This design comes from an exercise in tuning for small area on the open sky130 flow, not from production work.
Only simulation tests tie the RTL to the original design; equivalence was not proved.
Power and IR drop assume default switching activity. The flow treats the clock pin as an ideal source, which a real chip does not have.

==> flow/design.v <==
module cb_aoi222 (
  input  logic a1, a2, b1, b2, c1, c2,
  output logic y
);
  assign y = !((a1 & a2) | (b1 & b2) | (c1 & c2));
endmodule
module cb_nand4 (
  input  logic a, b, c, d,
  output logic y
);
  assign y = !(a & b & c & d);
endmodule
module cb_nor2 (
  input  logic a, b,
  output logic y
);
  assign y = !(a | b);
endmodule
module cb_or4 (
  input  logic a, b, c, d,
  output logic y
);
  assign y = a | b | c | d;
endmodule
module cb_nand2 (
  input  logic a, b,
  output logic y
);
  assign y = !(a & b);
endmodule
module cb_rd_bit (
  input  logic [159:0] sel,
  input  logic [159:0] d,
  output logic [3:0]   y
);
  logic [53:0] l1;
  logic [13:0] l2;
  for (genvar i = 0; i < 53; i++) begin : g_l1
    cb_aoi222 u (.a1(sel[3*i]), .a2(d[3*i]), .b1(sel[3*i+1]), .b2(d[3*i+1]),
                 .c1(sel[3*i+2]), .c2(d[3*i+2]), .y(l1[i]));
  end
  cb_nand2 u_l1_last (.a(sel[159]), .b(d[159]), .y(l1[53]));
  for (genvar i = 0; i < 13; i++) begin : g_l2
    cb_nand4 u (.a(l1[4*i]), .b(l1[4*i+1]), .c(l1[4*i+2]), .d(l1[4*i+3]),
                .y(l2[i]));
  end
  cb_nand2 u_l2_last (.a(l1[52]), .b(l1[53]), .y(l2[13]));
  cb_or4 u_l3_0 (.a(l2[0]),  .b(l2[1]),  .c(l2[2]),  .d(l2[3]),  .y(y[0]));
  cb_or4 u_l3_1 (.a(l2[4]),  .b(l2[5]),  .c(l2[6]),  .d(l2[7]),  .y(y[1]));
  cb_or4 u_l3_2 (.a(l2[8]),  .b(l2[9]),  .c(l2[10]), .d(l2[11]), .y(y[2]));
  assign y[3] = l2[12] | l2[13];
endmodule
module cb_dec #(
  parameter int COLS = 10
) (
  input  logic               en,
  input  logic [7:0]         xy,
  output logic [COLS*16-1:0] out
);
  logic [COLS-1:0] col_n;
  logic [15:0]     row_n;
  always_comb begin
    for (int c = 0; c < COLS; c++) col_n[c] = !(en && xy[7:4] == 4'(c));
    for (int r = 0; r < 16; r++)   row_n[r] = !(xy[3:0] == 4'(r));
  end
  for (genvar c = 0; c < COLS; c++) begin : g_c
    for (genvar r = 0; r < 16; r++) begin : g_r
      cb_nor2 u (.a(col_n[c]), .b(row_n[r]), .y(out[c*16+r]));
    end
  end
endmodule
module char_buf_arbiter #(
  parameter int         COLS       = 10,
  parameter int         ROWS       = 16,
  parameter logic [7:0] CLEAR_CHAR = 8'h20
) (
  input  logic       clk,
  input  logic       rst,
  input  logic [7:0] rd_xy,
  output logic [7:0] rd_code,
  input  logic       a_req,
  input  logic [7:0] a_xy,
  input  logic [7:0] a_code,
  output logic       a_gnt,
  input  logic       b_req,
  input  logic [7:0] b_xy,
  input  logic [7:0] b_code,
  output logic       b_gnt,
  input  logic       clr_req,
  output logic       busy
);
  localparam int NENT = COLS * 16;
  logic       clearing_q;    
  logic [7:0] clr_addr_q;    
  logic       rr_last_b_q;   
  logic [7:0] rd_code_q;
  logic [7:0] mem [NENT];
  logic            idle;
  logic            wr_en;
  logic [7:0]      wr_addr;
  logic [7:0]      wr_data;
  logic [NENT-1:0] wr_sel;
  logic [NENT-1:0] rd_sel;
  logic [7:0]      rd_data;
  assign idle  = !rst && !clearing_q;
  assign busy  = !idle;
  assign a_gnt = idle && !clr_req && a_req && (!b_req || rr_last_b_q);
  assign b_gnt = idle && !clr_req && b_req && !(a_req && rr_last_b_q);
  always_comb begin
    if (clearing_q) begin
      wr_addr = clr_addr_q;
      wr_data = CLEAR_CHAR;
    end else if (a_gnt) begin
      wr_addr = a_xy;
      wr_data = a_code;
    end else begin
      wr_addr = b_xy;
      wr_data = b_code;
    end
  end
  assign wr_en = !rst && (clearing_q || a_gnt || b_gnt);
  always_ff @(posedge clk) begin
    if (rst) begin
      clearing_q  <= 1'b1;
      clr_addr_q  <= '0;
      rr_last_b_q <= 1'b1;
    end else begin
      if (clearing_q) begin
        clr_addr_q <= clr_addr_q + 8'd1;
        if (clr_addr_q == 8'hFF) clearing_q <= 1'b0;
      end else if (clr_req) begin
        clearing_q <= 1'b1;
      end
      if (a_gnt) rr_last_b_q <= 1'b0;
      else if (b_gnt) rr_last_b_q <= 1'b1;
    end
  end
  cb_dec #(.COLS(COLS)) u_wr_dec (.en(wr_en), .xy(wr_addr), .out(wr_sel));
  cb_dec #(.COLS(COLS)) u_rd_dec (.en(1'b1),  .xy(rd_xy),   .out(rd_sel));
  always_ff @(posedge clk) begin
    for (int i = 0; i < NENT; i++)
      if (wr_sel[i]) mem[i] <= wr_data;
  end
  for (genvar b = 0; b < 8; b++) begin : g_rd
    logic [NENT-1:0] col_bits;
    for (genvar i = 0; i < NENT; i++) begin : g_e
      assign col_bits[i] = mem[i][b];
    end
    logic [3:0] part;
    cb_rd_bit u_bit (.sel(rd_sel), .d(col_bits), .y(part));
    assign rd_data[b] = |part;
  end
  always_ff @(posedge clk) begin
    if (rst)                    rd_code_q <= '0;
    else if (rd_xy < 8'(NENT))  rd_code_q <= rd_data;
    else                        rd_code_q <= CLEAR_CHAR;
  end
  assign rd_code = rd_code_q;
endmodule
==> flow/run.sh <==
#!/bin/bash
# synth_recipe.tcl (not shown) runs the flow's synth.tcl, then flattens the netlist and writes it again
# the make line also repeats each setting of config.mk as NAME=value (left out here)
make -C /OpenROAD-flow-scripts/flow DESIGN_CONFIG=/design/flow/config.mk WORK_HOME=/design/flow/orfs CLKGATE_MAP_FILE= SYNTH_SCRIPT=/design/flow/synth_recipe.tcl finish
==> flow/config.mk <==
export PLATFORM = sky130hd
export DESIGN_NAME = char_buf_arbiter
export DESIGN_NICKNAME = char_buf_arbiter
export VERILOG_FILES = /design/flow/design.v
export SDC_FILE = /design/flow/constraint.sdc
export NUM_CORES = 4
export LEC_CHECK = 0
export CAP_MARGIN = 20
export CORE_MARGIN = 2
export CORE_UTILIZATION = 60
export CTS_BUF_LIST = sky130_fd_sc_hd__clkbuf_4 sky130_fd_sc_hd__clkbuf_8
export SLEW_MARGIN = 20
export SYNTH_HIERARCHICAL = 1
export SYNTH_MINIMUM_KEEP_SIZE = 0
==> flow/constraint.sdc <==
create_clock -name core_clock -period 5.0 [get_ports {clk}]
set_input_delay 1.0000 -clock core_clock [delete_from_list [all_inputs] [get_ports {clk}]]
set_output_delay 1.0000 -clock core_clock [all_outputs]
set_load 0.01 [all_outputs]
==> summary.md, run 1 <==
| Metric | Value |
|---|---|
| Post-Layout Cell Count | 4089 |
| Largest net degree at the start of global routing | 130 |
| Least-Margin Pin Slew | 1.20 ns |
| Final hold violation count | 0 |
| Min-delay src | clr_addr_q[7]$_SDFFE_PP0P_ |
| CTS Root Cell | clkbuf_8 |
| Dpl hpwl | 84700 µm |
| Post-synth top area share | 83.0% |
| Global placement routability congestion | 0.941 |
| Seq cells post-synth | 1298 |
| Port-buffer cells | 55 |
| Grt peak-use layer | met2 |
| Final Cycle Share | 86.1% |
| Cells after Synth | 2391 |
| Yosys warns | 9 |
| Clock transition at path regs | 0.06 ns |
| Status | complete, no violations |
| Min Tclk post-route | 4.30 ns |
| Rel. slew slack | 19.4% |
| Cell Int Power | 16.2 mW |
| Ys flop type | edfxtp_1 |
| Switching share of power | 20.5% |
| Critical Path Source | rd_xy[4] |
| Startpoint Class | primary input |
| Logic pwr share | 1.4% |
| Setup Crit Path Kind | primary input to flop |
| Drt first pass iters | 9 |
| Slew Limit Fails | 0 |
| Longest Clk Path Bufs | 3 |
| Final Skew | 0.0386 ns |
| Critical Path RT | 5.68 ns |
| CP dominant cell by count | nor2_1 |
| LEAKAGE | 17.8 nW |
| RSZ-0062 raised after global routing | no |
| Die area | 0.0794 mm² |
| Layout net count | 2941 |
| Fraction of layout cells with a size suffix above 1 | 19.0% |
| Synth async-reset ratio | 0% |
| Resize count post-CTS | 0 |
| Synth Area per Inst | 19.4 µm² |
| VDD IR-drop max | 256 µV |
| Hold_buf cts | 0 |
| Register area share after synthesis | 83.8% |
| Gr ovfl total | 0 |
| GR Layer Usage met1 | 47.5% |
| Setup WS pre-CTS | -0.0398 ns |
| Met3 Track Usage GR | 10.3% |
| Vias | 28.4k |
| Initial Util | 60.8% |
| Reg-to-reg critical path startpoint | clearing_q$_SDFF_PP1_ |
| Vias in the first global route | 27.0k |
| Drt via density | 6.93 |
| # IOs | 56 |
| Sw Pwr | 4.17 mW |
| TritonCTS buffer count | 194 |
| Worst Path Arrival | 4.99 ns |
| Hold Crit Class | flop to flop |
| Post-CTS setup buffers | 0 |
| CTS Sinks | 1298 |
| Syn-to-layout area delta | 17.0% |
| Drc violations | 0 |
| Commonest non-fill, non-tap cells in the layout | edfxtp_1, a222oi_1, nor2_1 |
| Largest cells by area after synthesis | edfxtp_1, a222oi_1, nor2_1 |
| Initial antenna violation count | 6 |
| Drt initial violations | 5648 |
| Clock network latency to the later pin of the worst-skew pair | 0.85 ns |
| Synth area leader | edfxtp_1 |
| Final instance area | 0.0542 mm² |
| Clock share of power | 40.6% |
| Rows | 101 |
| CP endpoint kind | flop |
| H-Tree Depth | 4 |
| Grt met2 use | 49.2% |
| CP Cell Sequence | clkdlybuf4s50_1 -> nor2b_2 -> nand3_1 -> nor2_1 -> a222oi_1 -> nand4_1 -> or4_1 -> nor4_1 -> nor2_1 |
| EDFF count, synth | 1280 |
| Die width | 282 µm |
| Post-placement cell count | 3729 |
| Hold WS | 0.535 ns |
| P per Cell Area | 375 mW/mm² |
| Synth Cell Area | 0.0463 mm² |
| Slowest CP cell | a222oi_1 |
| FMAX | 232 MHz |
| # Max-Cap Violations | 0 |
| DRT Wirelength | 132000 µm |
| Final setup TNS | 0 ns |
| Setup WS post-layout | 0.696 ns |
| Cell variety after synth | 40 |
| Max incr delay on CP | 0.69 ns |
| Register share of total power | 58.0% |
| Gr usage total | 33.4% |
| First-pass GRT wire length | 185000 µm |
| Core area | 0.0762 mm² |
| Commonest non-fill, non-tap cell in the layout | edfxtp_1 |
| Placed cell area | 0.0504 mm² |
| Die extent in y | 282 µm |
| # fillers | 4814 |
| Detail Route Antenna Nets | 0 |
| CP max FO | 14 |
| Drt wl/cell | 32.3 µm |
| Setup violations, final | 0 |
| CTS tree | built |
modules after synthesis, one instance, submodules excluded, excerpt:
module	times used	area, µm²
char_buf_arbiter	1	39500
cb_nor2	320	3.75
cb_nand4	104	6.26
cb_nand2	16	3.75
cb_rd_bit	8	6.26
cb_or4	24	7.51
cb_aoi222	424	10.0
power groups by stage:
| stage | registers (mW) | logic, mW | clock network [mW] |
|---|---|---|---|
| final | 11.8 | 0.284 | 8.25 |
| after global placement | 12.0 | 0.272 | 0 |
| after global routing | 11.8 | 0.288 | 8.80 |
| after detailed placement | 12.0 | 0.273 | 0 |
| after floorplan | 12.0 | 0.0844 | 0 |
| after CTS | 11.8 | 0.274 | 8.34 |
metrics by stage:
stage                     power, mW  util [%]
final                          20.3      71.1
after floorplan                12.1         -
after CTS                      20.4      71.1
after global routing           20.9      71.1
after global placement         12.3      66.2
after detailed placement       12.3      66.2
cells by family after synthesis:
logic type	Yosys count	share of synthesized area, %
AO/OA/AOI/OAI	477	9.85
XOR/XNOR	4	0.0756
adder cells (fa/ha/maj)	1	0.0270
buffers and inverters	11	0.127
flip-flops	1298	83.8
multiplexers	1	0.0216
other	1	0.00810
AND/OR/NAND/NOR	598	6.14
worst paths after layout:
| kind | endpoint | slack, ns | cells after the start |
|---|---|---|---|
| hold / removal | clr_addr_q[7]$_SDFFE_PP0P_ | 0.53 | 2 |
| setup / recovery | rd_code_q[6]$_SDFF_PP0_ | 0.70 | 9 |
| hold reg to reg | clr_addr_q[7]$_SDFFE_PP0P_ | 0.53 | 2 |
| setup reg to reg | mem[58][5]$_DFFE_PP_ | 1.14 | 8 |
cell usage after synthesis, drive strengths merged, types with 2 or more instances:
| master | number |
|---|---|
| nor4 | 8 |
| o21ai | 20 |
| buf | 4 |
| nand4b | 4 |
| nor3 | 4 |
| o21bai | 3 |
| xor2 | 3 |
| a2bb2oi | 8 |
| nand2b | 2 |
| and2b | 6 |
| a222oi | 424 |
| or2 | 9 |
| nand3 | 25 |
| edfxtp | 1280 |
| or4 | 24 |
| nand4 | 114 |
| a21oi | 14 |
| nor3b | 4 |
| nor2 | 340 |
| nand2 | 46 |
| a31oi | 8 |
| nor2b | 7 |
| dfxtp | 18 |
| clkbuf | 6 |
| or3 | 3 |
critical path, delay by kind of cell:
kind / cells / cell delay (ns)
AO/OA/AOI/OAI: 1 / 0.69
buffers and inverters: 1 / 0.67
AND/OR/NAND/NOR: 7 / 2.60
area by class of cell:
cell class                 instances  area (µm²)  area share, %
antenna                            2        5.00        0.00924
clock inverter                    98         552           1.02
tap                             1030        1290           2.38
inverter                           1        3.75        0.00693
sequential                      1298       38800           71.6
multi-input combinational       1088        7580           14.0
timing repair buffer             312        2770           5.11
clock buffer                     260        3200           5.90
registers in the layout, summed over array words and instances (netlist names):
register	cells
clearing_q	1
rr_last_b_q	1
rd_code_q	8
clr_addr_q	8
mem	1280
routing by layer:
| layer | part of all wire [%] | up-vias |
|---|---|---|
| li1 | - | 11800 |
| met1 | 38 | 14300 |
| met5 | 0.039 | - |
| met2 | 45 | 2036 |
| met3 | 14 | 260 |
| met4 | 3.7 | 2 |
==> run 2, diff against run 1 <==
--- a/flow/design.v
+++ b/flow/design.v
@@ -22,4 +22,10 @@
 );
   assign y = a | b | c | d;
+endmodule
+module cb_inv (
+  input  logic a,
+  output logic y
+);
+  assign y = !a;
 endmodule
 module cb_nand2 (
@@ -138,7 +144,15 @@
   cb_dec #(.COLS(COLS)) u_wr_dec (.en(wr_en), .xy(wr_addr), .out(wr_sel));
   cb_dec #(.COLS(COLS)) u_rd_dec (.en(1'b1),  .xy(rd_xy),   .out(rd_sel));
+  logic [7:0] wr_data_n;
+  logic [7:0] wr_data_col [COLS];
+  assign wr_data_n = ~wr_data;
+  for (genvar c = 0; c < COLS; c++) begin : g_wd
+    for (genvar b = 0; b < 8; b++) begin : g_b
+      cb_inv u (.a(wr_data_n[b]), .y(wr_data_col[c][b]));
+    end
+  end
   always_ff @(posedge clk) begin
     for (int i = 0; i < NENT; i++)
-      if (wr_sel[i]) mem[i] <= wr_data;
+      if (wr_sel[i]) mem[i] <= wr_data_col[i/16];
   end
   for (genvar b = 0; b < 8; b++) begin : g_rd
--- a/flow/config.mk
+++ b/flow/config.mk
@@ -8,6 +8,10 @@
 export CAP_MARGIN = 20
 export CORE_MARGIN = 2
-export CORE_UTILIZATION = 60
-export CTS_BUF_LIST = sky130_fd_sc_hd__clkbuf_4 sky130_fd_sc_hd__clkbuf_8
+export CORE_UTILIZATION = 75
+export CTS_BUF_LIST = sky130_fd_sc_hd__clkbuf_16
+export CTS_CLUSTER_DIAMETER = 100
+export CTS_CLUSTER_SIZE = 30
+export GPL_TIMING_DRIVEN = 0
+export PLACE_DENSITY = 0.8
 export SLEW_MARGIN = 20
 export SYNTH_HIERARCHICAL = 1
==> run 2 against run 1 <==
Now fails the layout checks on setup timing. Hold slack improved by 0.0097 ns. Non-clock buffer count shrank 233. Sequential power about the same. Largest cell class unchanged. Highest routed layer unchanged.
==> summary.md, run 2 <==
| Metric | Value |
|---|---|
| Port-buffer cells | 55 (unchanged) |
| Synth async-reset ratio | 0% (unchanged) |
| Drc violations | 0 (unchanged) |
| First-pass GRT wire length | 176000 µm (-4.6%) |
| Final Skew | 0.0230 ns (-0.0157 ns) |
| Clock transition at path regs | 0.10 ns (+0.04 ns) |
| EDFF count, synth | 1280 (unchanged) |
| Synth Cell Area | 0.0466 mm² (+0.61%) |
| DRT Wirelength | 127000 µm (-4.1%) |
| Biggest register | mem |
| Setup WS post-layout | -0.312 ns (-1.01 ns) |
| Setup Crit Path Kind | primary input to flop |
| Gr usage total | 39.7% (+6.3 points) |
| Commonest non-fill, non-tap cell in the layout | edfxtp_1 |
| Rows | 91 (-9.9%) |
| Rel. slew slack | 7.42% (-12 points) |
| Post-placement cell count | 3369 (-9.7%) |
| Sw Pwr | 3.22 mW (-23%) |
| Commonest non-fill, non-tap cells in the layout | edfxtp_1, a222oi_1, nor2_1 |
| Clock share of power | 28.6% (-12 points) |
| LEAKAGE | 15.8 nW (-11%) |
| Largest net degree at the start of global routing | 32 (-75%) |
| Logic pwr share | 1.7% (+0.3 points) |
| Fraction of layout cells with a size suffix above 1 | 6.47% (-13 points) |
| Synth Area per Inst | 18.9 µm² (-2.3%) |
| Detail Route Antenna Nets | 0 (unchanged) |
| Multiplexer area fraction after synthesis | 0.0215% (-0.00013 points) |
| Synth area leader | edfxtp_1 |
| Drt wl/cell | 36.5 µm (+13%) |
| Cell variety after synth | 44 (+10%) |
| Hold Crit Class | flop to flop |
| Post-synthesis compound-gate area fraction | 9.72% (-0.12 points) |
| Drt initial violations | 6873 (+22%) |
| Register area share after synthesis | 83.2% (-0.51 points) |
| Final hold violation count | 0 (unchanged) |
| Hold_buf cts | 0 (unchanged) |
| CTS Sinks | 1298 (unchanged) |
| CP endpoint kind | flop |
| VDD IR-drop max | 314 µV (+23%) |
| Largest register FFs | 1280 (unchanged) |
| Cell Int Power | 13.7 mW (-15%) |
| CTS Root Cell | clkbuf_16 |
| Synth Area in Simple Gates | 6.15% (+0.0082 points) |
| # fillers | 2977 (-38%) |
| Vias | 27.8k (-1.9%) |
| Yosys warns | 11 (+2) |
| Placed cell area | 0.0486 mm² (-3.7%) |
| XOR/XNOR share of the synthesized area | 0.0752% (-0.00046 points) |
| Die extent in y | 253 µm (-10%) |
| Final Util | 81.5% (+10 points) |
| Slew Limit Fails | 0 (unchanged) |
| Setup violations, final | 572 (+572) |
| Final Cycle Share | 106% (+20 points) |
| Seq cells post-synth | 1298 (unchanged) |
| Critical Path RT | 5.28 ns (-0.40 ns) |
| Worst Path Arrival | 5.59 ns (+0.60 ns) |
| Gr ovfl total | 0 (unchanged) |
| Register share of total power | 69.7% (+12 points) |
| Most common cell in the netlist | edfxtp_1 |
| Final instance area | 0.0502 mm² (-7.4%) |
| Initial antenna violation count | 8 (+2) |
| H-Tree Depth | 2 (-2) |
| Die area | 0.0642 mm² (-19%) |
| # IOs | 56 (unchanged) |
| Layout net count | 2637 (-10%) |
| Global placement routability congestion | 0.963 (+2.3%) |
| Startpoint Class | primary input |
| Synth Area in Adders | 0.0268% (-0.00016 points) |
| CTS tree | built |
| Die width | 253 µm (-10%) |
| RSZ-0062 raised after global routing | yes |
| Syn-to-layout area delta | 7.67% |
| Core area | 0.0616 mm² (-19%) |
| Ys flop type | edfxtp_1 |
| Main combinational cell family by area after synthesis | compound AO/OA/AOI/OAI gates |
| FMAX | 188 MHz (-19%) |
| Power Total | 16.9 mW (-17%) |
| Switching share of power | 19.0% (-1.5 points) |
| Regs by FF count | mem: 1280 flops, clr_addr_q: 8 flops, rd_code_q: 8 flops |
| Min Tclk post-route | 5.31 ns (+1.01 ns) |
| TritonCTS buffer count | 49 (-75%) |
| Longest Clk Path Bufs | 3 (unchanged) |
| Post-synth top area share | 82.5% (-0.51 points) |
| CP max FO | 11 (-3) |
| Dpl hpwl | 81200 µm (-4.2%) |
| # Max-Cap Violations | 0 (unchanged) |
| Reg area | 0.0388 mm² (unchanged) |
| Least-Margin Pin Slew | 1.39 ns (+0.189 ns) |
| Drt first pass iters | 12 (+3) |
| Cells after Synth | 2462 (+3.0%) |
| Fail Reasons | setup timing |
| Clock network latency to the later pin of the worst-skew pair | 0.64 ns (-0.21 ns) |
| Top cells by count, synth | edfxtp_1, a222oi_1, nor2_1, nand4_1, inv_1 |
| Vias in the first global route | 26.0k (-3.7%) |
| P per Cell Area | 337 mW/mm² (-10%) |
| Drt via density | 8.01 (+16%) |
| Largest cells by area after synthesis | edfxtp_1, a222oi_1, nor2_1 |
| Post-Layout Cell Count | 3471 (-15%) |
| Status | finished with violations |
| Multi-input logic area | 0.00780 mm² (+3.0%) |
| Initial Util | 75.7% (+15 points) |
[run 2: area by class of cell]
class | count | area share (%)
Antenna cell | 5 | 0.0249
Buffer | 7 | 0.0898
Timing Repair Buffer | 72 | 1.52
Sequential cell | 1298 | 77.3
Clock inverter | 40 | 0.352
Tap cell | 837 | 2.09
Multi-Input combinational cell | 1081 | 15.6
Clock buffer | 49 | 2.44
Inverter | 82 | 0.613
[run 2: metal layers]
metal / vias to the layer above / GRT usage (%) / wire length [µm]
li1: 11100 / - / -
met1: 13500 / 54.6 / 39500
met2: 2805 / 59.5 / 57000
met3: 414 / 11.4 / 22300
met4: 4 / 20.2 / 7840
met5: - / 0 / 30
[run 2: logic make-up (layout without fill, tap and decap cells)]
family,Yosys count,count (layout)
DFF,1298,1298
and+or+nand+nor,598,598
other,1,12
AOI/OAI and AO/OA,470,470
muxes,1,1
adders and majority gates,1,1
buffers and inverters,89,250
xor gates and xnor gates,4,4
[run 2: through the flow]
stage	hold WS, ns	setup TNS, ns	setup WS, ns
after floorplan	0.472	0	1.60
after global placement	0.504	-1662.47	-1.25
after detailed placement	0.528	-703.32	-0.848
after CTS	0.542	-0.583	-0.0292
after global routing	0.572	-26.46	-0.246
final	0.544	-49.49	-0.312
[run 2: per-module statistics from Yosys (local to each module, per instance), a selection]
module            cell area (µm²)  copies in the design
cb_aoi222                    10.0                   424
cb_inv                       3.75                    80
cb_nand2                     3.75                    16
cb_nand4                     6.26                   104
cb_nor2                      3.75                   320
cb_or4                       7.51                    24
cb_rd_bit                    6.26                     8
char_buf_arbiter            39500                     1
[run 2: power by group through the flow]
stage / Clock [mW] / Sequential (mW) / Combinational, mW
final: 4.82 / 11.8 / 0.288
after global routing: 5.13 / 11.8 / 0.284
after CTS: 4.81 / 11.8 / 0.267
after detailed placement: 0 / 12.0 / 0.264
after global placement: 0 / 12.0 / 0.242
after floorplan: 0 / 12.0 / 0.0845
[run 2: worst paths after layout]
path                            slack (ns)                       start  depth (start not counted)                         end
worst max-delay path                 -0.31                       b_req                          8        mem[24][6]$_DFFE_PP_
worst max register to register        0.19    rr_last_b_q$_SDFFE_PP1P_                          7        mem[24][6]$_DFFE_PP_
worst min-delay path                  0.54  clr_addr_q[5]$_SDFFE_PP0P_                          2  clr_addr_q[5]$_SDFFE_PP0P_
worst min register to register        0.54  clr_addr_q[5]$_SDFFE_PP0P_                          2  clr_addr_q[5]$_SDFFE_PP0P_
[run 2: critical path, cell delays in order]
cell,delay [ns]
clkdlybuf4s50_1,0.55
nand2b_1,0.42
buf_1,0.74
a31oi_1,0.18
a2bb2oi_1,0.51
nor2b_2,0.38
nand2_1,0.83
nor2_1,0.98
[run 2: timing repair]
action / CTS / global route
pin swaps: 2 / 2
gates resized for setup: 3 / 50
buffers inserted: 1 / 7
endpoints found under the setup margin: 202 / 937
==> run 3, diff against run 2 <==
==> flow/flow/run.sh (new file) <==
#!/bin/bash
# Own layout flow: the standard flow (standard synthesis, floorplan, power
# grid, taps, placement, routing) with two changes:
#  - port buffers use buf_2 instead of the default delay buffer;
#  - clock tree synthesis with larger sink clusters and no dummy loads.
set -euo pipefail
export BUFFER_PORTS_ARGS="-buffer_cell sky130_fd_sc_hd__buf_2"
export CTS_ARGS="-sink_clustering_enable -repair_clock_nets -sink_clustering_size 30 -sink_clustering_max_diameter 100 -buf_list sky130_fd_sc_hd__clkbuf_16 -dont_use_dummy_load"
bash standard.sh > standard.log 2>&1
==> flow/standard.sh (new file) <==
#!/bin/bash
# synth_recipe.tcl (not shown) runs the flow's synth.tcl, then flattens the netlist and writes it again
# the make line also repeats each setting of config.mk as NAME=value (left out here)
make -C /OpenROAD-flow-scripts/flow DESIGN_CONFIG=/design/flow/config.mk WORK_HOME=/design/flow/orfs CLKGATE_MAP_FILE= SYNTH_SCRIPT=/design/flow/synth_recipe.tcl "${@:-finish}"
removed: flow/run.sh
==> run 3 against run 2 <==
The run now finishes clean. Clock skew grew 0.041 ns. Final cell count decreased by 1.3%. Die area is the same. Critical endpoint is now mem[50][1]$_DFFE_PP_. Maximum frequency up 13%. Synthesized cell count unchanged. Largest cell class unchanged. Highest routed layer unchanged.
==> summary.md, run 3 <==
| Metric | Value |
|---|---|
| Drt first pass iters | 9 (-3) |
| # IOs | 56 (unchanged) |
| Final hold violation count | 0 (unchanged) |
| DRT Wirelength | 126000 µm (-0.41%) |
| Syn-to-layout area delta | 6.29% |
| FMAX | 213 MHz (+13%) |
| Cells after Synth | 2462 (unchanged) |
| Reg-to-reg endpoint | mem[50][1]$_DFFE_PP_ |
| Resize count post-CTS | 0 (-3) |
| Drt initial violations | 6700 (-2.5%) |
| Core area | 0.0616 mm² (unchanged) |
| Layout net count | 2631 (-0.23%) |
| Largest register FFs | 1280 (unchanged) |
| Yosys warns | 11 (unchanged) |
| Synth Cell Area | 0.0466 mm² (unchanged) |
| Fraction of layout cells with a size suffix above 1 | 6.39% (-0.078 points) |
| Biggest register | mem |
| # fillers | 3006 (+0.97%) |
| Most common cell in the netlist | edfxtp_1 |
| Setup Crit Path Kind | primary input to flop |
| Min Tclk post-route | 4.70 ns (-0.608 ns) |
| Synth async-reset ratio | 0% (unchanged) |
| Longest Clk Path Bufs | 3 (unchanged) |
| Initial Util | 75.7% (unchanged) |
| H-Tree Depth | 2 (unchanged) |
| Synth Area per Inst | 18.9 µm² (unchanged) |
| Commonest non-fill, non-tap cells in the layout | edfxtp_1, a222oi_1, nor2_1 |
| Drc violations | 0 (unchanged) |
| Vias in the first global route | 26.0k (+0.058%) |
| VDD IR-drop max | 297 µV (-5.5%) |
| Clock network latency to the later pin of the worst-skew pair | 0.65 ns (about the same) |
| Global placement routability congestion | 0.974 (+1.1%) |
| Post-placement cell count | 3371 (+0.059%) |
| Ys flop type | edfxtp_1 |
| Startpoint Class | primary input |
| Top cells by count, synth | edfxtp_1, a222oi_1, nor2_1, nand4_1, inv_1 |
| Post-Layout Cell Count | 3427 (-1.3%) |
| Cell variety after synth | 44 (unchanged) |
| Post-CTS setup buffers | 0 (-1) |
| Seq cells post-synth | 1298 (unchanged) |
| Die area | 0.0642 mm² (unchanged) |
| Drt via density | 8.12 (+1.3%) |
| CTS tree | built |
| Reg-to-reg critical path startpoint | rr_last_b_q$_SDFFE_PP1P_ |
| EDFF count, synth | 1280 (unchanged) |
| Port-buffer cells | 55 (unchanged) |
| Largest net degree at the start of global routing | 31 (-3.1%) |
| Status | complete, no violations |
| Gr ovfl total | 0 (unchanged) |
| Drt wl/cell | 36.8 µm (+0.86%) |
| Register area share after synthesis | 83.2% (unchanged) |
| Post-synth top area share | 82.5% (unchanged) |
| Hold Crit Class | flop to flop |
| Gr usage total | 39.4% (-0.26 points) |
| Setup violations, final | 0 (-100%) |
| Final Util | 80.4% (-1.0 points) |
| CP max FO | 10 (-1) |
| Rel. slew slack | 13.6% (+6.2 points) |
| First-pass GRT wire length | 176000 µm (-0.52%) |
| # Max-Cap Violations | 0 (unchanged) |
| P per Cell Area | 337 mW/mm² (+0.19%) |
| CTS Root Cell | clkbuf_16 |
| Final Cycle Share | 94.1% (-12 points) |
| Hold path depth | 2 (unchanged) |
| Largest cells by area after synthesis | edfxtp_1, a222oi_1, nor2_1 |
| CP endpoint kind | flop |
| Hold_buf cts | 0 (unchanged) |
| Worst Path Arrival | 4.98 ns (-0.61 ns) |
| TritonCTS buffer count | 49 (unchanged) |
| Commonest non-fill, non-tap cell in the layout | edfxtp_1 |
| Initial antenna violation count | 8 (unchanged) |
| Detail Route Antenna Nets | 0 (unchanged) |
| Clock transition at path regs | 0.10 ns (about the same) |
| Least-Margin Pin Slew | 1.29 ns (-0.0928 ns) |
| Die extent in y | 253 µm (unchanged) |
| Regs by FF count | mem: 1280 flops, clr_addr_q: 8 flops, rd_code_q: 8 flops |
| Final Skew | 0.0637 ns (+0.0408 ns) |
| Slew Limit Fails | 0 (unchanged) |
| Dpl hpwl | 82000 µm (+0.96%) |
| Reg2reg path depth | 7 (unchanged) |
| Power Total | 16.7 mW (-1.1%) |
| Vias | 27.8k (+0.054%) |
| Hold endpoint | clr_addr_q[7]$_SDFFE_PP0P_ |
| Synth area leader | edfxtp_1 |
| Die width | 253 µm (unchanged) |
| RSZ-0062 raised after global routing | no |
| CTS Sinks | 1298 (unchanged) |
| LEAKAGE | 15.6 nW (-1.5%) |
| Worst reg-to-reg setup slack | 0.32 ns (+0.13 ns) |
| Min-delay src | clr_addr_q[7]$_SDFFE_PP0P_ |
| Rows | 91 (unchanged) |
| Critical Path RT | 5.28 ns (about the same) |
run 3: cells by family after synthesis:
logic type,count (synthesis),synth area share [%]
flops,1298,83.2
simple gates,598,6.15
compound gates,470,9.72
buf+inv,89,0.754
xor+xnor,4,0.0752
fa+ha+maj,1,0.0268
other cells,1,0.00805
mux,1,0.0215
run 3: stage by stage:
step | TNS [ns] | setup slack, ns | hold WS (ns) | instance area [µm²]
CTS | 0 | 0.559 | 0.528 | 49500
global placement | -343.74 | -0.596 | 0.498 | 48000
finish | 0 | 0.296 | 0.536 | 49500
detailed placement | -5.66 | -0.0796 | 0.511 | 48300
floorplan | 0 | 1.60 | 0.472 | 46600
global route | 0 | 0.269 | 0.538 | 49500
run 3: worst max-delay path by stage:
stage                     start               endpoint  slack (ns)  cells after the start
after floorplan             rst  mem[112][0]$_DFFE_PP_        1.60                      6
after global placement    b_req   mem[43][1]$_DFFE_PP_       -0.60                      6
after detailed placement  b_req   mem[54][5]$_DFFE_PP_       -0.08                      8
after CTS                 b_req  mem[138][7]$_DFFE_PP_        0.56                      8
after global routing      b_req  mem[154][6]$_DFFE_PP_        0.27                      8
final                     b_req   mem[50][1]$_DFFE_PP_        0.30                      8
run 3: metal layers:
metal / vias up / track usage, % / routed length (µm)
met5: - / 0 / 69
met2: 2784 / 57.9 / 55900
met3: 442 / 12.0 / 21000
li1: 11000 / - / -
met4: 6 / 21.7 / 8360
met1: 13600 / 54.1 / 40700
run 3: cell type report:
cell class                 instances  area (µm²)  share of cell area (%)
sequential                      1298       38800                    78.3
multi-input combinational       1081        7670                    15.5
clock buffer                      49        1230                    2.48
tap                              837        1050                    2.11
timing repair buffer              66         429                   0.866
inverter                          82         308                   0.621
buffer                             7        45.0                  0.0909
antenna                            7        17.5                  0.0354
run 3: power breakdown:
group / total [mW] / leakage, nW / switching, mW / internal, mW
registers: 11.8 / 11.9 / 0.00819 / 11.8
logic: 0.253 / 3.10 / 0.200 / 0.0529
clock network: 4.67 / 0.604 / 2.90 / 1.77
total: 16.7 / 15.6 / 3.11 / 13.6
run 3: per-module statistics from Yosys, one instance, submodules excluded, a selection:
module,area (µm²),flip-flops and latches
cb_nand2,3.75,0
cb_nand4,6.26,0
cb_rd_bit,6.26,0
cb_aoi222,10.0,0
cb_nor2,3.75,0
cb_or4,7.51,0
cb_inv,3.75,0
char_buf_arbiter,39500,1298
run 3: critical path: stages:
cell       delay [ns]
buf_2            0.15
nand2b_1         0.34
buf_1            0.59
a31oi_1          0.18
a2bb2oi_1        0.55
nor2b_2          0.38
nand2_1          0.80
nor2_1           0.96
==> run 4, diff against run 3 <==
==> flow/config.mk (replaced) <==
export PLATFORM = sky130hd
export DESIGN_NAME = char_buf_arbiter
export DESIGN_NICKNAME = char_buf_arbiter
export VERILOG_FILES = /design/flow/design.v
export SDC_FILE = /design/flow/constraint.sdc
export NUM_CORES = 4
export LEC_CHECK = 0
export CAP_MARGIN = 10
export CORE_MARGIN = 2
export CORE_UTILIZATION = 80
export GPL_TIMING_DRIVEN = 0
export PLACE_DENSITY = 0.85
export SLEW_MARGIN = 10
export SYNTH_HIERARCHICAL = 1
export SYNTH_MINIMUM_KEEP_SIZE = 0
==> run 4 against run 3 <==
Now fails the layout checks on capacitance limit, slew limit, setup timing. Sequential share of layout area rose by 0.30 points. Synthesized area did not move. Global-route usage rose by 3.9 points. Wire length rose by 2.3%. Non-clock buffer count fell by 2. Worst setup slack got worse by 0.57 ns. Clock skew rose by 0.012 ns. Cell area fell by 0.38%. Register-to-register slack got worse by 0.54 ns. Critical path type unchanged. Critical endpoint is now mem[92][0]$_DFFE_PP_. Largest power group unchanged. Highest routed layer unchanged.
==> summary.md, run 4 <==
| Metric | Value |
|---|---|
| Vias in the first global route | 26.9k (+3.5%) |
| P per Cell Area | 338 mW/mm² (+0.37%) |
| Drt initial violations | 7766 (+16%) |
| CP max FO | 10 (unchanged) |
| Synth Area per Inst | 18.9 µm² (unchanged) |
| Power Total | 16.7 mW (about the same) |
| Synth async-reset ratio | 0% (unchanged) |
| Commonest non-fill, non-tap cells in the layout | edfxtp_1, a222oi_1, nor2_1 |
| TritonCTS buffer count | 49 (unchanged) |
| Initial Util | 80.8% (+5.1 points) |
| Die extent in y | 245 µm (-3.1%) |
| Least-Margin Pin Slew | 1.52 ns (+0.225 ns) |
| Cells after Synth | 2462 (unchanged) |
| # fillers | 2356 (-22%) |
| EDFF count, synth | 1280 (unchanged) |
| Fail Reasons | capacitance limit, slew limit, setup timing |
| Setup violations, final | 198 (+198) |
| Status | finished with violations |
| Top cells by count, synth | edfxtp_1, a222oi_1, nor2_1, nand4_1, inv_1 |
| Layout net count | 2629 (-0.076%) |
| Global placement routability congestion | 0.988 (+1.5%) |
| Final Cycle Share | 106% (+11 points) |
| Die width | 245 µm (-3.1%) |
| Final hold violation count | 0 (unchanged) |
| Worst reg-to-reg setup slack | -0.22 ns (-0.54 ns) |
| Syn-to-layout area delta | 5.88% |
| Largest cells by area after synthesis | edfxtp_1, a222oi_1, nor2_1 |
| Clock transition at path regs | 0.11 ns (about the same) |
| Multi-input logic area | 0.00758 mm² (-1.1%) |
| Final instance area | 0.0493 mm² (-0.38%) |
| Critical Path RT | 5.29 ns (about the same) |
| Dpl hpwl | 82500 µm (+0.69%) |
| Port-buffer cells | 55 (unchanged) |
| Drc violations | 0 (unchanged) |
| Rows | 88 (-3.3%) |
| CTS tree | built |
| Clock network latency to the later pin of the worst-skew pair | 0.66 ns (about the same) |
| VDD IR-drop max | 371 µV (+25%) |
| Cell variety after synth | 44 (unchanged) |
| Vias | 28.4k (+2.3%) |
| Initial antenna violation count | 8 (unchanged) |
| # Max-Cap Violations | 4 (+4) |
| Largest register FFs | 1280 (unchanged) |
| Gr usage total | 43.3% (+3.9 points) |
| Post-CTS setup buffers | 0 (unchanged) |
| Ys flop type | edfxtp_1 |
| Setup WS post-layout | -0.277 ns (-0.573 ns) |
| Seq cells post-synth | 1298 (unchanged) |
| Biggest register | mem |
| Regs by FF count | mem: 1280 flops, clr_addr_q: 8 flops, rd_code_q: 8 flops |
| Register area share after synthesis | 83.2% (unchanged) |
| Reg-to-reg critical path startpoint | rr_last_b_q$_SDFFE_PP1P_ |
| Fraction of layout cells with a size suffix above 1 | 5.81% (-0.58 points) |
| Drt first pass iters | 11 (+2) |
| Reg area | 0.0388 mm² (unchanged) |
| Die area | 0.0602 mm² (-6.2%) |
| Drt via density | 8.47 (+4.4%) |
| Post-synth top area share | 82.5% (unchanged) |
| RSZ-0062 raised after global routing | yes |
| Worst Path Arrival | 5.56 ns (+0.58 ns) |
| Startpoint Class | primary input |
| Commonest non-fill, non-tap cell in the layout | edfxtp_1 |
| Final Skew | 0.0758 ns (+0.0121 ns) |
| CTS Root Cell | clkbuf_16 |
| Slew Limit Fails | 11 (+11) |
| Placed cell area | 0.0481 mm² (-0.47%) |
| Synth Cell Area | 0.0466 mm² (unchanged) |
| Detail Route Antenna Nets | 0 (unchanged) |
| Most common cell in the netlist | edfxtp_1 |
| CP endpoint kind | flop |
| H-Tree Depth | 2 (unchanged) |
| Longest Clk Path Bufs | 3 (unchanged) |
| DRT Wirelength | 129000 µm (+2.3%) |
| Gr ovfl total | 0 (unchanged) |
| Largest net degree at the start of global routing | 31 (unchanged) |
| Min Tclk post-route | 5.28 ns (+0.573 ns) |
| # IOs | 56 (unchanged) |
| Critical Path Source | b_req |
| LEAKAGE | 15.5 nW (-0.21%) |
| First-pass GRT wire length | 182000 µm (+3.5%) |
| Drt wl/cell | 38.4 µm (+4.4%) |
| Synth area leader | edfxtp_1 |
| Yosys warns | 11 (unchanged) |
| Hold Crit Class | flop to flop |
| Min-delay src | clr_addr_q[6]$_SDFFE_PP0P_ |
| FMAX | 189 MHz (-11%) |
| Core area | 0.0577 mm² (-6.3%) |
| CTS Sinks | 1298 (unchanged) |
| Rel. slew slack | -1.44% (-15 points) |
| Setup Crit Path Kind | primary input to flop |
-- run 4: cell counts after synthesis --
Identical to the previous run, type by type.
-- run 4: per-layer routing --
| layer | track usage (%) | wire length (µm) | vias to the layer above |
|---|---|---|---|
| met3 | 14.9 | 23100 | 644 |
| met2 | 63.9 | 57800 | 3113 |
| met4 | 27.1 | 10200 | 14 |
| met5 | 0 | 131 | - |
| met1 | 56.7 | 37800 | 13700 |
| li1 | - | - | 11000 |
-- run 4: final timing paths --
| path | endpoint | cells past startpoint |
|---|---|---|
| worst max-delay path | mem[92][0]$_DFFE_PP_ | 7 |
| worst min-delay path | clr_addr_q[6]$_SDFFE_PP0P_ | 2 |
| worst max register to register | mem[92][0]$_DFFE_PP_ | 6 |
| worst min register to register | clr_addr_q[6]$_SDFFE_PP0P_ | 2 |
-- run 4: stage by stage --
step	std cells	TNS, ns	worst slack, ns	utilization [%]	hold WS [ns]
floorplan	2468	0	1.60	-	0.472
global placement	3288	-77.96	-0.238	83.0	0.496
detailed placement	3297	-180.48	-0.472	83.3	0.525
CTS	3346	0	0.120	85.4	0.546
global route	3347	-3.12	-0.0851	85.5	0.590
finish	3358	-23.27	-0.277	85.5	0.551
-- run 4: final cells by class --
type	count	share of cell area [%]
Clock buffer	49	2.48
Antenna cell	12	0.0609
Buffer	7	0.0887
Sequential cell	1298	78.6
Tap cell	765	1.94
Multi-Input combinational cell	1081	15.4
Timing Repair Buffer	64	0.819
Inverter	82	0.624
-- run 4: cells by family (layout without fill, tap and decap cells) --
family	after synthesis	after routing	synth area share, %
DFF	1298	1298	83.2
and+or+nand+nor	598	598	6.15
AOI/OAI and AO/OA	470	470	9.72
buffers and inverters	89	202	0.754
xor gates and xnor gates	4	4	0.0752
adders and majority gates	1	1	0.0268
other	1	19	0.00805
muxes	1	1	0.0215
-- run 4: repair_timing --
item                                   4_1_cts  5_1_grt
hold buffers                                 0        0
resized for setup                            0        1
endpoints found under the hold margin        0        0
setup endpoints to repair                    0       18
-- run 4: critical path, cell delays in order --
cell,delay [ns]
buf_2,0.13
nand2b_1,0.16
buf_1,0.66
a31oi_1,0.23
a2bb2oi_1,0.78
nand3_1,1.37
nor2_1,1.21
-- run 4: per-module statistics from Yosys, one instance, submodules excluded, excerpt --
module | cells inside | cell area [µm²]
char_buf_arbiter | 1412 | 39500
cb_aoi222 | 1 | 10.0
cb_or4 | 1 | 7.51
cb_nand4 | 1 | 6.26
cb_rd_bit | 1 | 6.26
cb_inv | 1 | 3.75
cb_nand2 | 1 | 3.75
cb_nor2 | 1 | 3.75
-- run 4: power by group --
group / internal (mW) / total [mW] / switching, mW
combinational: 0.0516 / 0.252 / 0.201
sequential: 11.8 / 11.8 / 0.0105
clock: 1.77 / 4.67 / 2.90
==> run 5, diff against run 4 <==
--- a/flow/flow/run.sh
+++ b/flow/flow/run.sh
@@ -6,4 +6,4 @@
 set -euo pipefail
 export BUFFER_PORTS_ARGS="-buffer_cell sky130_fd_sc_hd__buf_2"
-export CTS_ARGS="-sink_clustering_enable -repair_clock_nets -sink_clustering_size 30 -sink_clustering_max_diameter 100 -buf_list sky130_fd_sc_hd__clkbuf_16 -dont_use_dummy_load"
+export CTS_ARGS="-sink_clustering_enable -repair_clock_nets -sink_clustering_size 32 -sink_clustering_max_diameter 100 -buf_list sky130_fd_sc_hd__clkbuf_16 -dont_use_dummy_load"
 bash standard.sh > standard.log 2>&1
--- a/flow/config.mk
+++ b/flow/config.mk
@@ -6,10 +6,13 @@
 export NUM_CORES = 4
 export LEC_CHECK = 0
-export CAP_MARGIN = 10
+export CAP_MARGIN = 20
 export CORE_MARGIN = 2
-export CORE_UTILIZATION = 80
+export CORE_UTILIZATION = 75
+export CTS_BUF_LIST = sky130_fd_sc_hd__clkbuf_16
+export CTS_CLUSTER_DIAMETER = 100
+export CTS_CLUSTER_SIZE = 30
 export GPL_TIMING_DRIVEN = 0
-export PLACE_DENSITY = 0.85
-export SLEW_MARGIN = 10
+export PLACE_DENSITY = 0.8
+export SLEW_MARGIN = 20
 export SYNTH_HIERARCHICAL = 1
 export SYNTH_MINIMUM_KEEP_SIZE = 0
==> run 5 against run 4 <==
Critical path depth grew 1. Now clean on timing, DRC and antenna. Hold slack worse by 0.017 ns. Clock-buffer cell count down 3. Largest power group unchanged. Non-clock buffer count rose by 2. Clock skew shrank 0.035 ns. Utilization shrank 5.3 points.
==> summary.md, run 5 <==
| Metric | Value |
|---|---|
| Vias in the first global route | 26.0k (-3.2%) |
| Hold_buf cts | 0 (unchanged) |
| Longest Clk Path Bufs | 3 (unchanged) |
| Commonest non-fill, non-tap cell in the layout | edfxtp_1 |
| Multiplexer area fraction after synthesis | 0.0215% (unchanged) |
| # Max-Cap Violations | 0 (-4) |
| Post-synth top area share | 82.5% (unchanged) |
| Biggest register | mem |
| CTS tree | built |
| # fillers | 3021 (+28%) |
| Largest cells by area after synthesis | edfxtp_1, a222oi_1, nor2_1 |
| Syn-to-layout area delta | 6.10% |
| Detail Route Antenna Nets | 0 (unchanged) |
| Synth Cell Area | 0.0466 mm² (unchanged) |
| CP endpoint kind | flop |
| Min Tclk post-route | 4.81 ns (-0.468 ns) |
| Post-Layout Cell Count | 3420 (+1.8%) |
| Critical Path Sink | mem[138][3]$_DFFE_PP_ |
| Regs by FF count | mem: 1280 flops, clr_addr_q: 8 flops, rd_code_q: 8 flops |
| EDFF count, synth | 1280 (unchanged) |
| VDD IR-drop max | 307 µV (-17%) |
| Slew Limit Fails | 0 (-11) |
| Fraction of layout cells with a size suffix above 1 | 6.24% (+0.43 points) |
| Gr ovfl total | 0 (unchanged) |
| Resize count post-CTS | 0 (unchanged) |
| Main combinational cell family by area after synthesis | compound AO/OA/AOI/OAI gates |
| Post-placement cell count | 3371 (+2.2%) |
| Synth Area per Inst | 18.9 µm² (unchanged) |
| CP Cell Sequence | buf_2 -> nand2b_1 -> buf_1 -> a31oi_1 -> a2bb2oi_1 -> nor2b_2 -> nand2_1 -> nor2_1 |
| XOR/XNOR share of the synthesized area | 0.0752% (unchanged) |
| CP max FO | 10 (unchanged) |
| Top cells by count, synth | edfxtp_1, a222oi_1, nor2_1, nand4_1, inv_1 |
| DRT Wirelength | 126000 µm (-2.5%) |
| First-pass GRT wire length | 175000 µm (-3.5%) |
| Most common cell in the netlist | edfxtp_1 |
| Rel. slew slack | 9.46% (+11 points) |
| TritonCTS buffer count | 46 (-6.1%) |
| Final Cycle Share | 96.2% (-9.4 points) |
| Slowest CP cell | nor2_1 |
| Final setup TNS | 0 ns (+23.27 ns) |
| Least-Margin Pin Slew | 1.35 ns (-0.163 ns) |
| Reg area | 0.0388 mm² (unchanged) |
| Drt wl/cell | 36.8 µm (-4.3%) |
| Critical Path RT | 5.26 ns (-0.03 ns) |
| Gr usage total | 39.4% (-3.9 points) |
| Final hold violation count | 0 (unchanged) |
| Startpoint Class | primary input |
| Hold Crit Class | flop to flop |
| Layout net count | 2628 (-0.038%) |
| Post-synthesis compound-gate area fraction | 9.72% (unchanged) |
| Max incr delay on CP | 0.94 ns (-0.43 ns) |
| Critical Path Source | b_req |
| Rows | 91 (+3.4%) |
| CTS Sinks | 1298 (unchanged) |
| Port-buffer cells | 55 (unchanged) |
| Setup violations, final | 0 (-100%) |
| # IOs | 56 (unchanged) |
| Largest net degree at the start of global routing | 33 (+6.5%) |
| Worst Path Arrival | 5.07 ns (-0.49 ns) |
| Setup Crit Path Kind | primary input to flop |
| Drt initial violations | 6725 (-13%) |
| Cell variety after synth | 44 (unchanged) |
| Synth Area in Adders | 0.0268% (unchanged) |
| Die extent in y | 253 µm (+3.2%) |
| Vias | 27.8k (-2.3%) |
| Drt via density | 8.12 (-4.1%) |
| Die width | 253 µm (+3.2%) |
| Clock transition at path regs | 0.11 ns (about the same) |
| Initial Util | 75.7% (-5.1 points) |
| Core area | 0.0616 mm² (+6.8%) |
| H-Tree Depth | 2 (unchanged) |
| Die area | 0.0642 mm² (+6.6%) |
| Reg-to-reg critical path startpoint | rr_last_b_q$_SDFFE_PP1P_ |
| Commonest non-fill, non-tap cells in the layout | edfxtp_1, a222oi_1, nor2_1 |
| Dpl hpwl | 82000 µm (-0.68%) |
| Drc violations | 0 (unchanged) |
| FMAX | 208 MHz (+9.7%) |
| Yosys warns | 11 (unchanged) |
| Ys flop type | edfxtp_1 |
| Multi-input logic area | 0.00766 mm² (+1.1%) |
| Worst reg-to-reg setup slack | 0.22 ns (+0.44 ns) |
| Reg-to-reg endpoint | mem[138][3]$_DFFE_PP_ |
| Clock network latency to the later pin of the worst-skew pair | 0.66 ns (about the same) |
| Synth async-reset ratio | 0% (unchanged) |
| P per Cell Area | 336 mW/mm² (-0.83%) |
| CTS Root Cell | clkbuf_16 |
| Final Skew | 0.0403 ns (-0.0355 ns) |
| RSZ-0062 raised after global routing | no |
| Seq cells post-synth | 1298 (unchanged) |
| Synth Area in Simple Gates | 6.15% (unchanged) |
| Synth area leader | edfxtp_1 |
| Drt first pass iters | 11 (unchanged) |
| Post-CTS setup buffers | 0 (unchanged) |
| Status | complete, no violations |
| Initial antenna violation count | 8 (unchanged) |
| Reg2reg path depth | 7 (+1) |
| LEAKAGE | 15.5 nW (about the same) |
| Cells after Synth | 2462 (unchanged) |
| Register area share after synthesis | 83.2% (unchanged) |
| Largest register FFs | 1280 (unchanged) |
| Global placement routability congestion | 0.974 (-1.5%) |
==> run 5: changes by cell type in the layout (fill, tap and decap cells not counted), sizes merged <==
| cell | previous run | this run |
|---|---|---|
| diode | 12 | 3 |
| clkbuf | 51 | 48 |
| buf | 69 | 71 |
==> run 5: metrics by stage <==
stage | power (mW) | setup WS, ns | util, % | cell area [µm²] | hold slack [ns]
6_report | 16.6 | 0.191 | 80.3 | 49400 | 0.534
5_1_grt | 16.9 | 0.229 | 80.3 | 49400 | 0.539
4_1_cts | 16.5 | 0.591 | 80.3 | 49400 | 0.528
2_1_floorplan | 12.1 | 1.60 | - | 46600 | 0.472
3_3_place_gp | 12.2 | -0.596 | 77.8 | 48000 | 0.498
3_5_place_dp | 12.3 | -0.0796 | 78.4 | 48300 | 0.511
==> run 5: layer usage <==
layer | GRT usage, % | wire (µm) | part of all wire (%) | up-vias
met5 | 0 | 50 | 0.040 | -
met4 | 23.4 | 8790 | 7.0 | 8
met3 | 10.8 | 21600 | 17 | 471
met2 | 57.5 | 55300 | 44 | 2777
met1 | 54.5 | 40000 | 32 | 13500
li1 | - | - | - | 11000
==> run 5: report_power, final <==
part           switching [mW]  internal (mW)  total, mW
logic                   0.199         0.0528      0.252
registers             0.00815           11.8       11.8
clock network            2.90           1.67       4.57
==> run 5: Yosys stat by module (local to each module, per instance), a selection <==
| module | copies in the design | flops+latches | area [µm²] |
|---|---|---|---|
| cb_or4 | 24 | 0 | 7.51 |
| cb_inv | 80 | 0 | 3.75 |
| cb_aoi222 | 424 | 0 | 10.0 |
| cb_nand2 | 16 | 0 | 3.75 |
| cb_nor2 | 320 | 0 | 3.75 |
| cb_rd_bit | 8 | 0 | 6.26 |
| cb_nand4 | 104 | 0 | 6.26 |
| char_buf_arbiter | 1 | 1298 | 39500 |
==> run 5: worst min-delay path by stage <==
stage	startpoint	to	slack (ns)	depth (start not counted)
6_report	clr_addr_q[7]$_SDFFE_PP0P_	clr_addr_q[7]$_SDFFE_PP0P_	0.53	2
5_1_grt	clr_addr_q[7]$_SDFFE_PP0P_	clr_addr_q[7]$_SDFFE_PP0P_	0.54	2
4_1_cts	clr_addr_q[7]$_SDFFE_PP0P_	clr_addr_q[7]$_SDFFE_PP0P_	0.53	2
3_5_place_dp	clr_addr_q[7]$_SDFFE_PP0P_	clr_addr_q[7]$_SDFFE_PP0P_	0.51	2
3_3_place_gp	clr_addr_q[7]$_SDFFE_PP0P_	clr_addr_q[7]$_SDFFE_PP0P_	0.50	2
2_1_floorplan	clr_addr_q[7]$_SDFFE_PP0P_	clr_addr_q[7]$_SDFFE_PP0P_	0.47	2
==> run 5: area by class of cell <==
cell class                      instances  area share [%]
Timing Repair Buffer                   66           0.868
Antenna cell                            3          0.0152
Sequential cell                      1298            78.5
Tap cell                              837            2.12
Buffer                                  7          0.0911
Clock buffer                           46            2.33
Inverter                               82           0.622
Multi-Input combinational cell       1081            15.5
==> run 5: critical path: cells and delay by family <==
family	cells	cell delay [ns]
compound gates	2	0.79
buf+inv	2	0.78
simple gates	4	2.47
==> run 5: kinds of logic (layout without fill, tap and decap cells) <==
logic type               after synthesis  count (layout)
AO/OA/AOI/OAI                        470             470
XOR/XNOR                               4               4
AND/OR/NAND/NOR                      598             598
buffers and inverters                 89             201
flip-flops                          1298            1298
adder cells (fa/ha/maj)                1               1
multiplexers                           1               1
other                                  1              10
==> run 6, diff against run 5 <==
--- a/flow/flow/run.sh
+++ b/flow/flow/run.sh
@@ -6,4 +6,4 @@
 set -euo pipefail
 export BUFFER_PORTS_ARGS="-buffer_cell sky130_fd_sc_hd__buf_2"
-export CTS_ARGS="-sink_clustering_enable -repair_clock_nets -sink_clustering_size 32 -sink_clustering_max_diameter 100 -buf_list sky130_fd_sc_hd__clkbuf_16 -dont_use_dummy_load"
+export CTS_ARGS="-sink_clustering_enable -repair_clock_nets -sink_clustering_size 34 -sink_clustering_max_diameter 100 -buf_list sky130_fd_sc_hd__clkbuf_16 -dont_use_dummy_load"
 bash standard.sh > standard.log 2>&1
==> run 6 against run 5 <==
Hold slack better by 0.0084 ns. Wire length grew 0.23%. Largest power group unchanged. Sequential cell count unchanged. Via count is essentially flat. Still clean on timing, DRC and antenna. Critical path type unchanged. Critical endpoint is now mem[54][3]$_DFFE_PP_. Die area stayed put. Clock skew rose by 0.040 ns. Sequential share of layout area about the same. Synthesized area did not move.
==> summary.md, run 6 <==
| Metric | Value |
|---|---|
| Largest net degree at the start of global routing | 35 (+6.1%) |
| Post-synthesis compound-gate area fraction | 9.72% (unchanged) |
| Status | complete, no violations |
| Detail Route Antenna Nets | 0 (unchanged) |
| Initial Util | 75.7% (unchanged) |
| Largest cells by area after synthesis | edfxtp_1, a222oi_1, nor2_1 |
| Cells after Synth | 2462 (unchanged) |
| First-pass GRT wire length | 175000 µm (about the same) |
| Slew Limit Fails | 0 (unchanged) |
| XOR/XNOR share of the synthesized area | 0.0752% (unchanged) |
| # Max-Cap Violations | 0 (unchanged) |
| Vias in the first global route | 26.1k (+0.17%) |
| CP max FO | 10 (unchanged) |
| Fraction of layout cells with a size suffix above 1 | 6.17% (-0.075 points) |
| Post-Layout Cell Count | 3425 (+0.15%) |
| EDFF count, synth | 1280 (unchanged) |
| TritonCTS buffer count | 44 (-4.3%) |
| Post-synth top area share | 82.5% (unchanged) |
| Synth Area in Adders | 0.0268% (unchanged) |
| P per Cell Area | 334 mW/mm² (-0.51%) |
| Least-Margin Pin Slew | 1.38 ns (+0.0264 ns) |
| Final Skew | 0.0806 ns (+0.0403 ns) |
| Gr ovfl total | 0 (unchanged) |
| Drt via density | 8.12 (about the same) |
| Rows | 91 (unchanged) |
| CP endpoint kind | flop |
| Commonest non-fill, non-tap cell in the layout | edfxtp_1 |
| Setup violations, final | 0 (unchanged) |
| # fillers | 3024 (+0.099%) |
| Synth Area per Inst | 18.9 µm² (unchanged) |
| Seq cells post-synth | 1298 (unchanged) |
| Switching share of power | 18.7% (-0.069 points) |
| Dpl hpwl | 82000 µm (unchanged) |
| Min Tclk post-route | 4.82 ns (+0.00957 ns) |
| Cell Int Power | 13.4 mW (-0.47%) |
| Setup Crit Path Kind | primary input to flop |
| Clock share of power | 27.1% (-0.4 points) |
| Multiplexer area fraction after synthesis | 0.0215% (unchanged) |
| Vias | 27.8k (+0.086%) |
| Reg2reg path depth | 7 (unchanged) |
| Gr usage total | 39.4% (-0.044 points) |
| Final instance area | 0.0494 mm² (about the same) |
| Post-placement cell count | 3371 (unchanged) |
| Commonest non-fill, non-tap cells in the layout | edfxtp_1, a222oi_1, nor2_1 |
| Drt initial violations | 6849 (+1.8%) |
| Resize count post-CTS | 0 (unchanged) |
| Die extent in y | 253 µm (unchanged) |
| Drc violations | 0 (unchanged) |
| Clock transition at path regs | 0.12 ns (about the same) |
| Startpoint Class | primary input |
| Register share of total power | 71.4% (+0.4 points) |
| CTS Sinks | 1298 (unchanged) |
| Main combinational cell family by area after synthesis | compound AO/OA/AOI/OAI gates |
| Largest register FFs | 1280 (unchanged) |
| Placed cell area | 0.0483 mm² (unchanged) |
| Most common cell in the netlist | edfxtp_1 |
| H-Tree Depth | 2 (unchanged) |
| CTS Root Cell | clkbuf_16 |
| Drt first pass iters | 9 (-2) |
| Hold_buf cts | 0 (unchanged) |
| Syn-to-layout area delta | 6.05% (about the same) |
| Top cells by count, synth | edfxtp_1, a222oi_1, nor2_1, nand4_1, inv_1 |
| Layout net count | 2627 (-0.038%) |
| Final Util | 80.2% (about the same) |
| Cell variety after synth | 44 (unchanged) |
| Core area | 0.0616 mm² (unchanged) |
| Biggest register | mem |
| Clock network latency to the later pin of the worst-skew pair | 0.65 ns (about the same) |
| Global placement routability congestion | 0.974 (unchanged) |
| Logic pwr share | 1.5% (about the same) |
| Port-buffer cells | 55 (unchanged) |
| Final hold violation count | 0 (unchanged) |
| Hold path depth | 2 (unchanged) |
| FMAX | 208 MHz (-0.20%) |
| Sw Pwr | 3.08 mW (-0.92%) |
| VDD IR-drop max | 374 µV (+22%) |
| # IOs | 56 (unchanged) |
| Ys flop type | edfxtp_1 |
| CTS tree | built |
| Synth area leader | edfxtp_1 |
| Critical Path RT | 5.27 ns (about the same) |
| Synth Area in Simple Gates | 6.15% (unchanged) |
| Drt wl/cell | 36.8 µm (about the same) |
| Die width | 253 µm (unchanged) |
| Final Cycle Share | 96.4% (+0.19 points) |
| Synth Cell Area | 0.0466 mm² (unchanged) |
| Worst Path Arrival | 5.09 ns (+0.02 ns) |
| Die area | 0.0642 mm² (unchanged) |
| RSZ-0062 raised after global routing | no |
| Post-CTS setup buffers | 0 (unchanged) |
| Hold Crit Class | flop to flop |
| LEAKAGE | 15.5 nW (-0.12%) |
| Initial antenna violation count | 9 (+1) |
| Regs by FF count | mem: 1280 flops, clr_addr_q: 8 flops, rd_code_q: 8 flops |
| Longest Clk Path Bufs | 3 (unchanged) |
| Register area share after synthesis | 83.2% (unchanged) |
| DRT Wirelength | 126000 µm (+0.23%) |
| Yosys warns | 11 (unchanged) |
| Rel. slew slack | 7.70% (-1.8 points) |
| Synth async-reset ratio | 0% (unchanged) |
| Hold WS | 0.542 ns (+0.00839 ns) |
==> run 6: power by group through the flow <==
stage	clock network [mW]	logic (mW)	registers, mW
2_1_floorplan	0	0.0845	12.0
3_3_place_gp	0	0.218	12.0
3_5_place_dp	0	0.231	12.0
4_1_cts	4.44	0.233	11.8
5_1_grt	4.77	0.247	11.8
6_report	4.47	0.254	11.8
==> run 6: per-layer routing <==
| layer | track usage (%) | wire length (µm) | vias to the layer above |
|---|---|---|---|
| met2 | 58.4 | 56200 | 2727 |
| met1 | 54.6 | 40900 | 13600 |
| met4 | 21.3 | 8040 | 6 |
| li1 | - | - | 11000 |
| met3 | 10.7 | 20900 | 418 |
| met5 | 0 | 37 | - |
==> run 6: worst paths after layout <==
check	start	to	slack, ns
worst max-delay path	b_req	mem[54][3]$_DFFE_PP_	0.18
worst min-delay path	clr_addr_q[7]$_SDFFE_PP0P_	clr_addr_q[7]$_SDFFE_PP0P_	0.54
worst max register to register	rr_last_b_q$_SDFFE_PP1P_	mem[54][3]$_DFFE_PP_	0.21
worst min register to register	clr_addr_q[7]$_SDFFE_PP0P_	clr_addr_q[7]$_SDFFE_PP0P_	0.54
==> run 6: kinds of logic (layout without fill, tap and decap cells) <==
kind of cell	after synthesis	count (layout)
compound gates	470	470
flops	1298	1298
simple gates	598	598
buf+inv	89	200
fa+ha+maj	1	1
xor+xnor	4	4
other cells	1	16
mux	1	1
==> run 6: per-stage QoR <==
stage	worst slack (ns)	power (mW)	setup TNS, ns
after floorplan	1.60	12.1	0
after global placement	-0.596	12.2	-343.74
after detailed placement	-0.0796	12.3	-5.66
after CTS	0.543	16.5	0
after global routing	0.245	16.8	0
final	0.181	16.5	0
==> run 6: critical path: stages <==
cell and delay [ns]:
buf_2 0.15, nand2b_1 0.33, buf_1 0.61, a31oi_1 0.19, a2bb2oi_1 0.56, nor2b_2 0.37, nand2_1 0.87, nor2_1 0.99
==> run 6: cell type report <==
cell class	instances	area, µm²	area share, %
plain buffers	7	45.0	0.0911
well taps	837	1050	2.12
inverters	82	308	0.623
multi-input cells	1081	7660	15.5
diodes	9	22.5	0.0456
repair buffers	67	444	0.899
flip-flops and latches	1298	38800	78.5
clock buffers	44	1100	2.23
==> run 6: modules after synthesis (local to each module, per instance), a selection <==
module            times used  flip-flops and latches
cb_or4                    24                       0
cb_nand2                  16                       0
cb_rd_bit                  8                       0
cb_inv                    80                       0
cb_nor2                  320                       0
cb_aoi222                424                       0
cb_nand4                 104                       0
char_buf_arbiter           1                    1298

-- static timing again, ports no longer ideal --
No port has a modelled driver above. Below, the same layouts with a new extraction and two added sets of constraints.
Step 1 sets driving cells, clkbuf_16 on the clock port and buf_2 on the other inputs (assumed; they add their load-dependent delay and slew).
Step 2 adds t to the input delays and takes it off the output delays; t is the mean of the earliest and latest rising clock arrival at the registers after step 1. Input paths then give back, and output paths get back, about the clock's delay inside the block.
Slacks: ideal ports / drivers / drivers and shift; pairs: ideal ports / drivers.
run | shift t [ns] | setup WS [ns] | clock arrival spread, ns | cell pins on the clock port's net
run 1 | 0.897 | 0.696 / 0.727 / -0.170 | 0.045 / 0.045 | 1
run 2 | 0.704 | -0.312 / -0.271 / -0.975 | 0.035 / 0.036 | 1
run 3 | 0.680 | 0.296 / 0.321 / -0.341 | 0.068 / 0.068 | 1
run 4 | 0.686 | -0.277 / -0.236 / -0.922 | 0.078 / 0.078 | 1
run 5 | 0.708 | 0.191 / 0.217 / -0.473 | 0.041 / 0.041 | 1
run 6 | 0.673 | 0.181 / 0.206 / -0.448 | 0.083 / 0.083 | 1
Met with ideal ports but missed after step 2: setup timing in run 1, run 3, run 5 and run 6. The setup slack of run 1, which loses most, moves by +0.031 ns with the drivers and by -0.866 ns with both steps.
